From an optimization exercise on the open Yosys and OpenROAD flow, aimed at small area, a short achievable clock period and few clock cycles per item; shortcuts taken in it are not production practice. In this exercise RTL edits were held to simulation tests only and were not proved equivalent to the original.

==> flow/design.v (outline; a module is shown in full before it is edited, if it fits) <==
// module hsv2rgb_fa: 10 lines
// module hsv_to_rgb_converter_core: 1996 lines
module hsv_to_rgb_converter_core (
    input  logic                    clk,
    input  logic                    rst_n,
    input  logic                    pixel_valid,
    output logic                    pixel_ready,
    input  hsv2rgb_pkg::hsv_pixel_t pixel,
    output logic                    color_valid,
    input  logic                    color_ready,
    output hsv2rgb_pkg::rgb_pixel_t color
);
  // ...
==> flow/run.sh <==
#!/bin/bash
# synth_recipe.tcl (not shown) runs the flow's synth.tcl, then flattens the netlist and writes it again
# the make line also repeats each setting of config.mk as NAME=value (left out here)
make -C /OpenROAD-flow-scripts/flow DESIGN_CONFIG=/design/flow/config.mk WORK_HOME=/design/flow/orfs CLKGATE_MAP_FILE= SYNTH_SCRIPT=/design/flow/synth_recipe.tcl finish
==> flow/config.mk <==
export PLATFORM = sky130hd
export DESIGN_NAME = hsv_to_rgb_converter_core
export DESIGN_NICKNAME = hsv_to_rgb_converter_core
export VERILOG_FILES = /design/flow/design.v
export SDC_FILE = /design/flow/constraint.sdc
export NUM_CORES = 4
export LEC_CHECK = 0
export CAP_MARGIN = 20
export CORE_MARGIN = 2
export CORE_UTILIZATION = 40
export SLEW_MARGIN = 20
export SYNTH_HIERARCHICAL = 1
export SYNTH_MINIMUM_KEEP_SIZE = 0
==> flow/constraint.sdc <==
create_clock -name core_clock -period 8.0 [get_ports {clk}]
set_input_delay 1.6000 -clock core_clock [delete_from_list [all_inputs] [get_ports {clk}]]
set_output_delay 1.6000 -clock core_clock [all_outputs]
set_load 0.01 [all_outputs]
==> results by group, run 1 <==
Status
  • Outcome: finished clean

Logic synthesis
  • Synth Area in Compound Gates: 9.492%
  • Seq/Total Area, Yosys: 24.40%
  • Adder-cell share of the synthesized area: 43.13%
  • Mapped Cells: 2,012
  • FF+latch count, synth: 171

Critical path
  • Element type at the critical path end: flop
  • Setup crit end: n3[33]
  • Cell Chain, Critical Path: nand2_1 -> fa_1 -> fa_1 -> fa_1 -> fa_1 -> fa_1 -> ha_1 -> and3_1 -> a21o_1 -> a21oi_1 -> a21boi_1 -> a31oi_1 -> o211ai_1 -> a2111o_1 -> o211a_1
  • R2R Setup Slk: 1.91 ns
  • Buf/Inv on CP: 0

Final layout
  • Top cell category: multi-input combinational cells
  • #MultiIn Comb: 1,619
  • Inserted Diodes: 0
  • Multi-input combinational area share: 65.86%

Route
  • Drt total wl: 50,000 um

Placement
  • Dpl hpwl: 38,670 um

CTS
  • CTS tree: built

STA
  • Max Transition Viols Final: 0

GRT
  • First-pass GRT wire length: 82,430 um
  • Met3 Usage GRT: 3.505%
  • GR Layer Usage met2: 32.94%

Floorplan
  • Starting density of the core: 40.69%
Testbench counts, summed over its fixed seeds: cycles 16,032, items 16,000.
==> inputs of run 2 (changes only) <==
--- a/flow/config.mk
+++ b/flow/config.mk
@@ -7,2 +7,3 @@
 export LEC_CHECK = 0
+export ABC_CLOCK_PERIOD_IN_PS = 4000
 export CAP_MARGIN = 20
@@ -10,2 +11,3 @@
 export CORE_UTILIZATION = 40
+export SETUP_SLACK_MARGIN = 3.5
 export SLEW_MARGIN = 20
==> results by group, run 2 <==
Critical path
  • Worst Path Arrival: 5.48 ns
  • CP max FO: 12
  • CP required: 8.25 ns
  • Setup Crit Path Kind: reg2reg
  • Element type at the critical path end: flop
  • Type of origin of the critical path: flop

Logic synthesis
  • Synthesis Warnings: 7
  • Ys flop type: edfxtp_1
  • Post-Syn Area per Cell: 10.42 sq um
  • EDFF count, synth: 167
  • Synth top area cells: fa_1, edfxtp_1, ha_1, nand2_1, inv_1
  • Synth top cells by count: nand2_1, fa_1, ha_1
  • Post-synth ARST share: 2.339%
  • Top cell type's share of synthesized area: 32.38%
  • Most numerous cell in the Yosys netlist: nand2_1
  • Yosys cell types: 76
  • Seq/Total Area, Yosys: 24.40% (unchanged)
  • Post-synthesis cell area: 20,960 sq um
  • Dominant cell type by area after synthesis: fa_1
  • FF+latch count, synth: 171 (unchanged)
  • Mapped Cells: 2,012 (unchanged)

Floorplan
  • Die footprint: 54,240 sq um
  • IO Pins: 69
  • FP Rows: 83
  • Die Ht: 232.9 um
  • Die W: 232.9 um
  • Core area: 51,510 sq um
  • Starting density of the core: 40.69% (unchanged)

Final layout
  • Layout area overhead: 19.89%
  • Inserted Diodes: 0 (unchanged)
  • Most common cell after layout, fill and taps aside: nand2_1
  • Post-Route Utilization: 48.78%
  • Filler instances: 4,711
  • Post-Layout Cell Count: 2,893
  • Largest register FFs: 34
  • Ratio of cells with drive above 1 in the final layout: 17.58%
  • Largest Register: n3
  • # nets final: 2,762
  • Top Registers: n3 x34, m2 x25, o_data x24
  • Commonest cells after routing, fill and taps aside: nand2_1, fa_1, edfxtp_1

Route
  • # DRC: 0
  • Wirelength per Cell: 19.08 um
  • Final ANT Viol Nets: 0
  • Drt via density: 5.352
  • Drt initial violations: 914
  • Drt total wl: 55,200 um (+10%)
  • Total number of vias: 15,480
  • Drt pass-1 iters: 6

Status
  • Outcome: finished clean

Placement
  • Placed Instances: 2,683
  • PortBufs: 68
  • RD Place Congestion: 0.9010
  • Dpl hpwl: 39,320 um (+1.7%)

STA
  • RSZ-0062 raised after global routing: true
  • Final hold vios: 0
  • F_max: 191.2 MHz
  • Minimum clock period: 5.229 ns
  • # setup viols final: 0
  • Max Transition Viols Final: 0 (unchanged)
  • Final TNS setup: 0 ns
  • Least-Margin Pin Slew: 1.093 ns
  • Relative slew slack: 27.16%
  • Tcrit/Tclk final: 65.37%
  • Worst Skew: 0.01328 ns

CTS
  • Max Root-Sink Buffers: 2
  • CTS buffer count: 17
  • CTS Sinks: 171
  • H-tree depth: 4
  • Clock Pin Slew Worst Setup and Hold Paths: 0.07 ns
  • CTS tree: built
  • Root Driver: clkbuf_16
  • Worst-skew pair later-pin latency: 0.49 ns

GRT
  • Overflow after GRT: 0
  • Initial antenna violation count: 0
  • First-pass GRT wire length: 88,990 um (+8.0%)
  • Vias in the first global route: 16,720
  • Aggregate global-route resource usage: 21.40%
  • Largest net degree at the start of global routing: 72

Run
  • Max-Cap Viols: 0

Min path
  • Hold Path Class: reg2reg
run 2: cells by family (layout without fill, tap and decap cells):
kind of cell,after synthesis,after routing,synth area share [%]
AO/OA/AOI/OAI,298,298,9.492
XOR/XNOR,84,84,3.510
adder cells (fa/ha/maj),519,519,43.13
buffers and inverters,234,422,4.197
flip-flops,171,171,24.40
multiplexers,13,13,0.6627
other,1,13,0.01789
AND/OR/NAND/NOR,692,693,14.59
run 2: per-stage QoR:
stage	setup WS [ns]	hold slack (ns)	cell area, sq um
after floorplan	3.097	0.4003	21650
after global placement	2.213	0.4016	22620
after detailed placement	2.196	0.4045	22620
after CTS	2.846	0.4219	24680
after global routing	2.614	0.4219	25130
final	2.771	0.4148	25130
run 2: path summary, 6_finish.rpt:
check	startpoint	end	slack (ns)	cells past startpoint
worst min register to register	sec1[1]	sec2[1]	0.41	0
max in group asynchronous	rst_n	val3	6.52	1
worst max register to register	f2[0]	n3[33]	2.77	16
worst max-delay path	f2[0]	n3[33]	2.77	16
worst min-delay path	sec1[1]	sec2[1]	0.41	0
min in group asynchronous	rst_n	val1	1.31	1
run 2: worst max-delay path, cell delays in order (launching register included):
cell	delay, ns
edfxtp_1	0.44
buf_12	0.18
buf_4	0.14
nand2_1	0.08
fa_1	0.46
fa_1	0.45
fa_1	0.53
fa_1	0.43
fa_1	0.54
ha_4	0.24
a2111oi_4	0.33
a21oi_2	0.11
a21o_1	0.19
a31oi_2	0.20
o211ai_1	0.15
a2111o_1	0.39
o211a_1	0.13
run 2: repair_timing:
item,4_1_cts,5_1_grt
endpoints found under the setup margin,48,44
cloned,1,0
pin swaps,23,28
gates resized for setup,66,42
hold buffers,0,0
setup buffers,145,32
run 2: metal layers:
metal,GRT usage (%),vias to the layer above,routed length [um]
met2,36.66,523,27230
met1,27.03,7737,23230
met3,3.333,96,2964
met4,8.678,0,1779
met5,0,-,0
li1,-,7128,-
run 2: final cells by class:
class                   instances  area [sq um]  area share, %
multi-input cells            1620         15790          62.82
clock inverters                15         130.1         0.5179
flip-flops and latches        171          5115          20.36
repair buffers                252          2295          9.132
clock buffers                  17         425.4          1.693
inverters                     138         525.5          2.091
well taps                     680         850.8          3.386
run 2: modules after synthesis (local to each module, per instance):
module | flops+latches | cells
hsv2rgb_fa | 0 | 1
hsv_to_rgb_converter_core | 171 | 1693
==> inputs of run 3 (changes only) <==
--- a/flow/config.mk
+++ b/flow/config.mk
@@ -11,3 +11,3 @@
 export CORE_UTILIZATION = 40
-export SETUP_SLACK_MARGIN = 3.5
+export SETUP_SLACK_MARGIN = 2.5
 export SLEW_MARGIN = 20
==> results by group, run 3 <==
Logic synthesis
  • Seq/Total Area, Yosys: 24.40% (unchanged)
  • Dominant cell type by area after synthesis: fa_1
  • Synth top cells by count: nand2_1, fa_1, ha_1
  • EDFF count, synth: 167 (unchanged)
  • Most numerous cell in the Yosys netlist: nand2_1
  • Ys flop type: edfxtp_1
  • Synth top area cells: fa_1, edfxtp_1, ha_1, nand2_1, inv_1
  • FF+latch count, synth: 171 (unchanged)
  • Post-Syn Area per Cell: 10.42 sq um (unchanged)
  • Top cell type's share of synthesized area: 32.38% (unchanged)
  • Yosys cell types: 76 (unchanged)
  • Mapped Cells: 2,012 (unchanged)
  • Post-synthesis cell area: 20,960 sq um (unchanged)
  • Synthesis Warnings: 7 (unchanged)
  • Post-synth ARST share: 2.339% (unchanged)

Placement
  • RD Place Congestion: 0.8933 (-0.85%)
  • Placed Instances: 2,683 (unchanged)
  • Area post-placement: 22,240 sq um (-1.7%)
  • PortBufs: 68 (unchanged)
  • Dpl ws: 1.933 ns (-0.2637 ns)
  • Dpl hpwl: 38,310 um (-2.6%)

STA
  • Worst setup margin: 2.682 ns (-0.08836 ns)
  • Minimum clock period: 5.318 ns (+0.08836 ns)
  • Fin Hold WS: 0.4184 ns (+0.003545 ns)
  • RSZ-0062 raised after global routing: true
  • Relative slew slack: 32.95% (+5.8 points)
  • Tcrit/Tclk final: 66.47% (+1.1 points)
  • Final TNS setup: 0 ns (unchanged)
  • F_max: 188.0 MHz (-1.7%)
  • # setup viols final: 0 (unchanged)
  • Worst Skew: 0.01293 ns (-0.0003478 ns)
  • Max Transition Viols Final: 0 (unchanged)
  • Final hold vios: 0 (unchanged)
  • Least-Margin Pin Slew: 1.006 ns (-0.08684 ns)

Critical path
  • Setup Crit Path Kind: reg2reg
  • Worst Path Arrival: 5.56 ns (+0.08 ns)
  • Crit-path slowest cell: fa_1
  • Element type at the critical path end: flop
  • CP max FO: 11 (-1)
  • Worst R2R Start: f2[0]
  • Critical path's most frequent cell: fa_1
  • R2R cell count: 18 (+2)
  • R2R Setup Slk: 2.68 ns (-0.09 ns)
  • RR Endpoint: n3[33]
  • Type of origin of the critical path: flop
  • CP required: 8.25 ns (about the same)
  • Crit-path max cell delay: 0.58 ns (+0.04 ns)
  • Cell Chain, Critical Path: buf_12 -> buf_4 -> nand2_1 -> fa_1 -> fa_1 -> fa_1 -> fa_1 -> fa_1 -> ha_1 -> a21oi_2 -> o21ai_0 -> nand3_1 -> a21oi_1 -> a21o_1 -> a31oi_4 -> o211ai_1 -> a2111o_1 -> o211a_1

Floorplan
  • FP Rows: 83 (unchanged)
  • Die Ht: 232.9 um (unchanged)
  • Starting density of the core: 40.69% (unchanged)
  • Die footprint: 54,240 sq um (unchanged)
  • Die W: 232.9 um (unchanged)
  • Core area: 51,510 sq um (unchanged)
  • IO Pins: 69 (unchanged)

CTS
  • Clock Pin Slew Worst Setup and Hold Paths: 0.07 ns (about the same)
  • Cts hold-fix bufs: 0 (unchanged)
  • CTS Sinks: 171 (unchanged)
  • Max Root-Sink Buffers: 2 (unchanged)
  • CTS tree: built
  • Worst-skew pair later-pin latency: 0.49 ns (about the same)
  • H-tree depth: 4 (unchanged)
  • CTS buffer count: 17 (unchanged)
  • Root Driver: clkbuf_16

Final layout
  • Top Registers: n3 x34, m2 x25, o_data x24
  • Most common cell after layout, fill and taps aside: nand2_1
  • Fin area: 23,890 sq um (-4.9%)
  • Largest Register: n3
  • Inserted Diodes: 0 (unchanged)
  • # nets final: 2,692 (-2.5%)
  • Commonest cells after routing, fill and taps aside: nand2_1, fa_1, ha_1
  • Layout area overhead: 13.96%
  • Ratio of cells with drive above 1 in the final layout: 9.014% (-8.6 points)
  • Filler instances: 4,841 (+2.8%)
  • Largest register FFs: 34 (unchanged)
  • Post-Route Utilization: 46.37% (-2.4 points)
  • Post-Layout Cell Count: 2,821 (-2.5%)

Route
  • Final ANT Viol Nets: 0 (unchanged)
  • # DRC: 0 (unchanged)
  • Wirelength per Cell: 18.62 um (-2.4%)
  • Total number of vias: 15,190 (-1.9%)
  • Drt via density: 5.385 (+0.61%)
  • Drt initial violations: 1,142 (+25%)
  • Drt pass-1 iters: 5 (-1)
  • Drt total wl: 52,540 um (-4.8%)

GRT
  • Aggregate global-route resource usage: 20.36% (-1.0 points)
  • First-pass GRT wire length: 84,750 um (-4.8%)
  • Overflow after GRT: 0 (unchanged)
  • Largest net degree at the start of global routing: 55 (-24%)
  • Vias in the first global route: 16,010 (-4.3%)
  • Initial antenna violation count: 0 (unchanged)

Min path
  • Hold Path Class: reg2reg
  • Worst hold start: sec1[2]
  • WHS Path Cells: 0 (unchanged)
  • Worst Hold End: sec2[2]

Run
  • Max-Cap Viols: 0 (unchanged)

Status
  • Outcome: finished clean
[run 3: how the worst max path moves through the flow]
stage | slack, ns | startpoint | end | depth (start not counted)
4_1_cts | 2.45 | m2[7] | n3[33] | 16
3_3_place_gp | 2.05 | f2[0] | n3[33] | 16
2_1_floorplan | 2.59 | color_ready | pixel_ready | 1
6_report | 2.68 | f2[0] | n3[33] | 18
5_1_grt | 2.42 | f2[0] | n3[33] | 18
3_5_place_dp | 1.93 | f2[2] | n3[33] | 16
[run 3: routing by layer]
metal  global-route usage, %  up-vias  share of wire [%]
li1                        -     6977                  -
met1                   25.91     7632                 43
met2                   34.35      490                 49
met3                   3.799       91                5.8
met4                   7.922        0                2.9
met5                       0        -                  0
[run 3: timing repair]
| item | in CTS | in global routing |
|---|---|---|
| endpoints found under the setup margin | 14 | 13 |
| buffers inserted | 80 | 28 |
| hold endpoints to repair | 0 | 0 |
| resized for setup | 0 | 28 |
| pin swaps | 0 | 6 |
[run 3: area by class of cell]
type / count / area (sq um) / area share [%]
Clock buffer: 18 / 429.2 / 1.797
Clock inverter: 12 / 115.1 / 0.4819
Inverter: 138 / 518.0 / 2.169
Multi-Input combinational cell: 1619 / 15140 / 63.37
Sequential cell: 171 / 5115 / 21.41
Tap cell: 680 / 850.8 / 3.562
Timing Repair Buffer: 183 / 1720 / 7.203
[run 3: Yosys stat by module (local to each module, per instance)]
| module | area, sq um | times used |
|---|---|---|
| hsv_to_rgb_converter_core | 14570 | 1 |
| hsv2rgb_fa | 20.02 | 319 |
[run 3: kinds of logic (layout without fill, tap and decap cells)]
group / Yosys count / after routing / synth area share [%]
AOI/OAI and AO/OA: 298 / 298 / 9.492
buffers and inverters: 234 / 351 / 4.197
DFF: 171 / 171 / 24.40
and+or+nand+nor: 692 / 692 / 14.59
muxes: 13 / 13 / 0.6627
other: 1 / 13 / 0.01789
adders and majority gates: 519 / 519 / 43.13
xor gates and xnor gates: 84 / 84 / 3.510
[run 3: worst max-delay path: cells and delay by family, from the launching register on]
| kind | cells | cell delay (ns) |
|---|---|---|
| simple gates | 2 | 0.17 |
| compound gates | 8 | 1.50 |
| buf+inv | 2 | 0.29 |
| fa+ha+maj | 6 | 2.74 |
| flops | 1 | 0.37 |
==> inputs of run 4 (changes only) <==
--- a/flow/config.mk
+++ b/flow/config.mk
@@ -10,3 +10,3 @@
 export CORE_MARGIN = 2
-export CORE_UTILIZATION = 40
+export CORE_UTILIZATION = 60
 export SETUP_SLACK_MARGIN = 2.5
==> results by group, run 4 <==
GRT
  • Initial antenna violation count: 0 (unchanged)
  • Largest net degree at the start of global routing: 72 (+31%)
  • Overflow after GRT: 0 (unchanged)
  • First-pass GRT wire length: 85,130 um (+0.45%)
  • Vias in the first global route: 16,330 (+2.1%)
  • Aggregate global-route resource usage: 30.70% (+10 points)

Floorplan
  • Starting density of the core: 60.82% (+20 points)
  • Core area: 34,460 sq um (-33%)
  • FP Rows: 68 (-18%)
  • Die Ht: 190.9 um (-18%)
  • IO Pins: 69 (unchanged)
  • Die footprint: 36,440 sq um (-33%)
  • Die W: 190.9 um (-18%)

CTS
  • CTS buffer count: 17 (unchanged)
  • Clock Pin Slew Worst Setup and Hold Paths: 0.07 ns (about the same)
  • Worst-skew pair later-pin latency: 0.46 ns (-0.03 ns)
  • CTS tree: built
  • H-tree depth: 4 (unchanged)
  • Max Root-Sink Buffers: 2 (unchanged)
  • Root Driver: clkbuf_16
  • CTS Sinks: 171 (unchanged)

Min path
  • Worst hold start: sec1[2]
  • Hold Path Class: reg2reg
  • WHS Path Cells: 0 (unchanged)
  • Worst Hold End: sec2[2]

Logic synthesis
  • Synth top area cells: fa_1, edfxtp_1, ha_1, nand2_1, inv_1
  • Most numerous cell in the Yosys netlist: nand2_1
  • Post-Syn Area per Cell: 10.42 sq um (unchanged)
  • Synthesis Warnings: 7 (unchanged)
  • Dominant cell type by area after synthesis: fa_1
  • EDFF count, synth: 167 (unchanged)
  • Ys flop type: edfxtp_1
  • Post-synthesis cell area: 20,960 sq um (unchanged)
  • Seq/Total Area, Yosys: 24.40% (unchanged)
  • Top cell type's share of synthesized area: 32.38% (unchanged)
  • Synth top cells by count: nand2_1, fa_1, ha_1
  • Yosys cell types: 76 (unchanged)
  • FF+latch count, synth: 171 (unchanged)
  • Mapped Cells: 2,012 (unchanged)
  • Post-synth ARST share: 2.339% (unchanged)

STA
  • Least-Margin Pin Slew: 0.8810 ns (-0.1248 ns)
  • Fin Hold WS: 0.4191 ns (+0.0007770 ns)
  • Final TNS setup: 0 ns (unchanged)
  • Tcrit/Tclk final: 66.67% (+0.20 points)
  • Max Transition Viols Final: 0 (unchanged)
  • RSZ-0062 raised after global routing: true
  • Final hold vios: 0 (unchanged)
  • Relative slew slack: 41.27% (+8.3 points)
  • Minimum clock period: 5.334 ns (+0.01574 ns)
  • F_max: 187.5 MHz (-0.30%)
  • Worst Skew: 0.01305 ns (+0.0001215 ns)
  • # setup viols final: 0 (unchanged)

Critical path
  • R2R Setup Slk: 2.67 ns (-0.02 ns)
  • Setup Crit Path Kind: reg2reg
  • Element type at the critical path end: flop
  • CP required: 8.21 ns (-0.04 ns)
  • R2R cell count: 16 (-2)
  • RR Endpoint: m2[21]
  • Type of origin of the critical path: flop
  • CP max FO: 6 (-5)
  • Worst R2R Start: s1[8]
  • Worst Path Arrival: 5.54 ns (-0.02 ns)

Route
  • Drt via density: 5.927 (+10%)
  • Drt initial violations: 1,157 (+1.3%)
  • Routed wl met3: 3835 um (+26%)
  • Final ANT Viol Nets: 0 (unchanged)
  • M1 WL: 21,650 um (-3.2%)
  • Total number of vias: 15,290 (+0.63%)
  • Drt pass-1 iters: 5 (unchanged)
  • Met2 routed WL: 25,250 um (-1.4%)
  • Wirelength per Cell: 20.36 um (+9.3%)
  • Drt total wl: 52,510 um (about the same)
  • # DRC: 0 (unchanged)
  • Top sig layer: met4

Final layout
  • Ratio of cells with drive above 1 in the final layout: 8.239% (-0.78 points)
  • Largest register FFs: 34 (unchanged)
  • Inserted Diodes: 0 (unchanged)
  • Most common cell after layout, fill and taps aside: nand2_1
  • Top Registers: n3 x34, m2 x25, o_data x24
  • Layout area overhead: 12.17%
  • Commonest cells after routing, fill and taps aside: nand2_1, fa_1, ha_1
  • # nets final: 2,675 (-0.63%)
  • Largest Register: n3

Placement
  • PortBufs: 68 (unchanged)
  • Dpl hpwl: 38,240 um (-0.19%)
  • RD Place Congestion: 0.9036 (+1.2%)

Run
  • Max-Cap Viols: 0 (unchanged)

Status
  • Outcome: finished clean
## run 4: cell counts after synthesis
No cell type changed its count.
## run 4: critical path, cell delays in order (launching register included)
cell      delay [ns]
edfxtp_1        0.52
buf_4           0.21
nand2_1         0.07
fa_1            0.44
fa_1            0.48
fa_1            0.40
fa_1            0.49
fa_1            0.50
inv_1           0.04
ha_1            0.37
and3_1          0.18
a211o_1         0.35
a21oi_2         0.25
o21a_1          0.19
o21ai_0         0.15
xor2_1          0.16
a221o_1         0.27
## run 4: through the flow
step	cell area, sq um	utilization, %	instances	worst slack, ns
2_1_floorplan	21010	-	2024	2.589
6_report	23510	68.23	2579	2.667
3_3_place_gp	21940	63.69	2457	2.135
5_1_grt	23510	68.23	2579	2.454
3_5_place_dp	21940	63.69	2457	1.998
4_1_cts	23130	67.12	2554	2.426
## run 4: repair_timing
action / CTS / global route
hold buffers: 0 / 0
pin swaps: 0 / 1
buffers inserted: 67 / 25
resized for setup: 1 / 27
setup endpoints to repair: 16 / 12
## run 4: final cells by class
cell class / count / area (sq um)
clock buffers: 17 / 425.4
clock inverters: 13 / 120.1
fillers: 2693 / 10950
inverters: 138 / 518.0
multi-input cells: 1619 / 15120
flip-flops and latches: 171 / 5115
well taps: 455 / 569.3
repair buffers: 166 / 1638
## run 4: per-layer routing
layer,track usage (%),vias to the layer above
li1,-,6951
met5,0,-
met3,6.260,118
met2,51.24,617
met4,11.90,0
met1,39.60,7600
## run 4: cells by family after synthesis
family | Yosys count | synth area share (%)
AO/OA/AOI/OAI | 298 | 9.492
other | 1 | 0.01789
flip-flops | 171 | 24.40
adder cells (fa/ha/maj) | 519 | 43.13
XOR/XNOR | 84 | 3.510
multiplexers | 13 | 0.6627
buffers and inverters | 234 | 4.197
AND/OR/NAND/NOR | 692 | 14.59
## run 4: how the worst max path moves through the flow
| stage | depth (start not counted) | from | end | slack, ns |
|---|---|---|---|---|
| 2_1_floorplan | 1 | color_ready | pixel_ready | 2.59 |
| 6_report | 16 | s1[8] | m2[21] | 2.67 |
| 5_1_grt | 17 | f2[0] | n3[33] | 2.45 |
| 3_5_place_dp | 16 | f2[1] | n3[33] | 2.00 |
| 4_1_cts | 16 | m2[9] | n3[33] | 2.43 |
| 3_3_place_gp | 14 | f2[3] | n3[33] | 2.14 |
## run 4: modules after synthesis (local to each module, per instance)
module / cells / flops+latches / area (sq um) / times used
hsv_to_rgb_converter_core: 1693 / 171 / 14570 / 1
hsv2rgb_fa: 1 / 0 / 20.02 / 319

separate check: timing with driven ports:
The results above use ideal ports. As a check the final layouts listed here were re-extracted and re-timed, cells and wires unchanged.
Step 1: set_driving_cell puts a clkbuf_16 on clk and a buf_2 on each other input, an assumption about the parent block.
Step 2 moves the port delays by t, midway between the first and last clock arrival at a register: inputs arrive t later, outputs are due t later. That takes back most of the time a late clock gives input paths.
Slacks: no drivers / after step 1 / after step 2; pairs: no drivers / after step 1.
run	t (ns)	slack for setup (ns)	worst setup path after step 2	worst slew at a driven data input, ns
run 1	0.543	1.911 / 1.911 / 1.911	register to register	0.04
run 2	0.542	2.771 / 2.771 / 2.771	register to register	0.04
run 3	0.544	2.682 / 2.682 / 2.654	input to register	0.04
run 4	0.514	2.666 / 2.666 / 2.579	input to register	0.04
After both steps setup and hold are still met in every run listed. The setup slack of run 4, which loses most, moves by 0.000 ns with the drivers and by -0.087 ns with both steps.
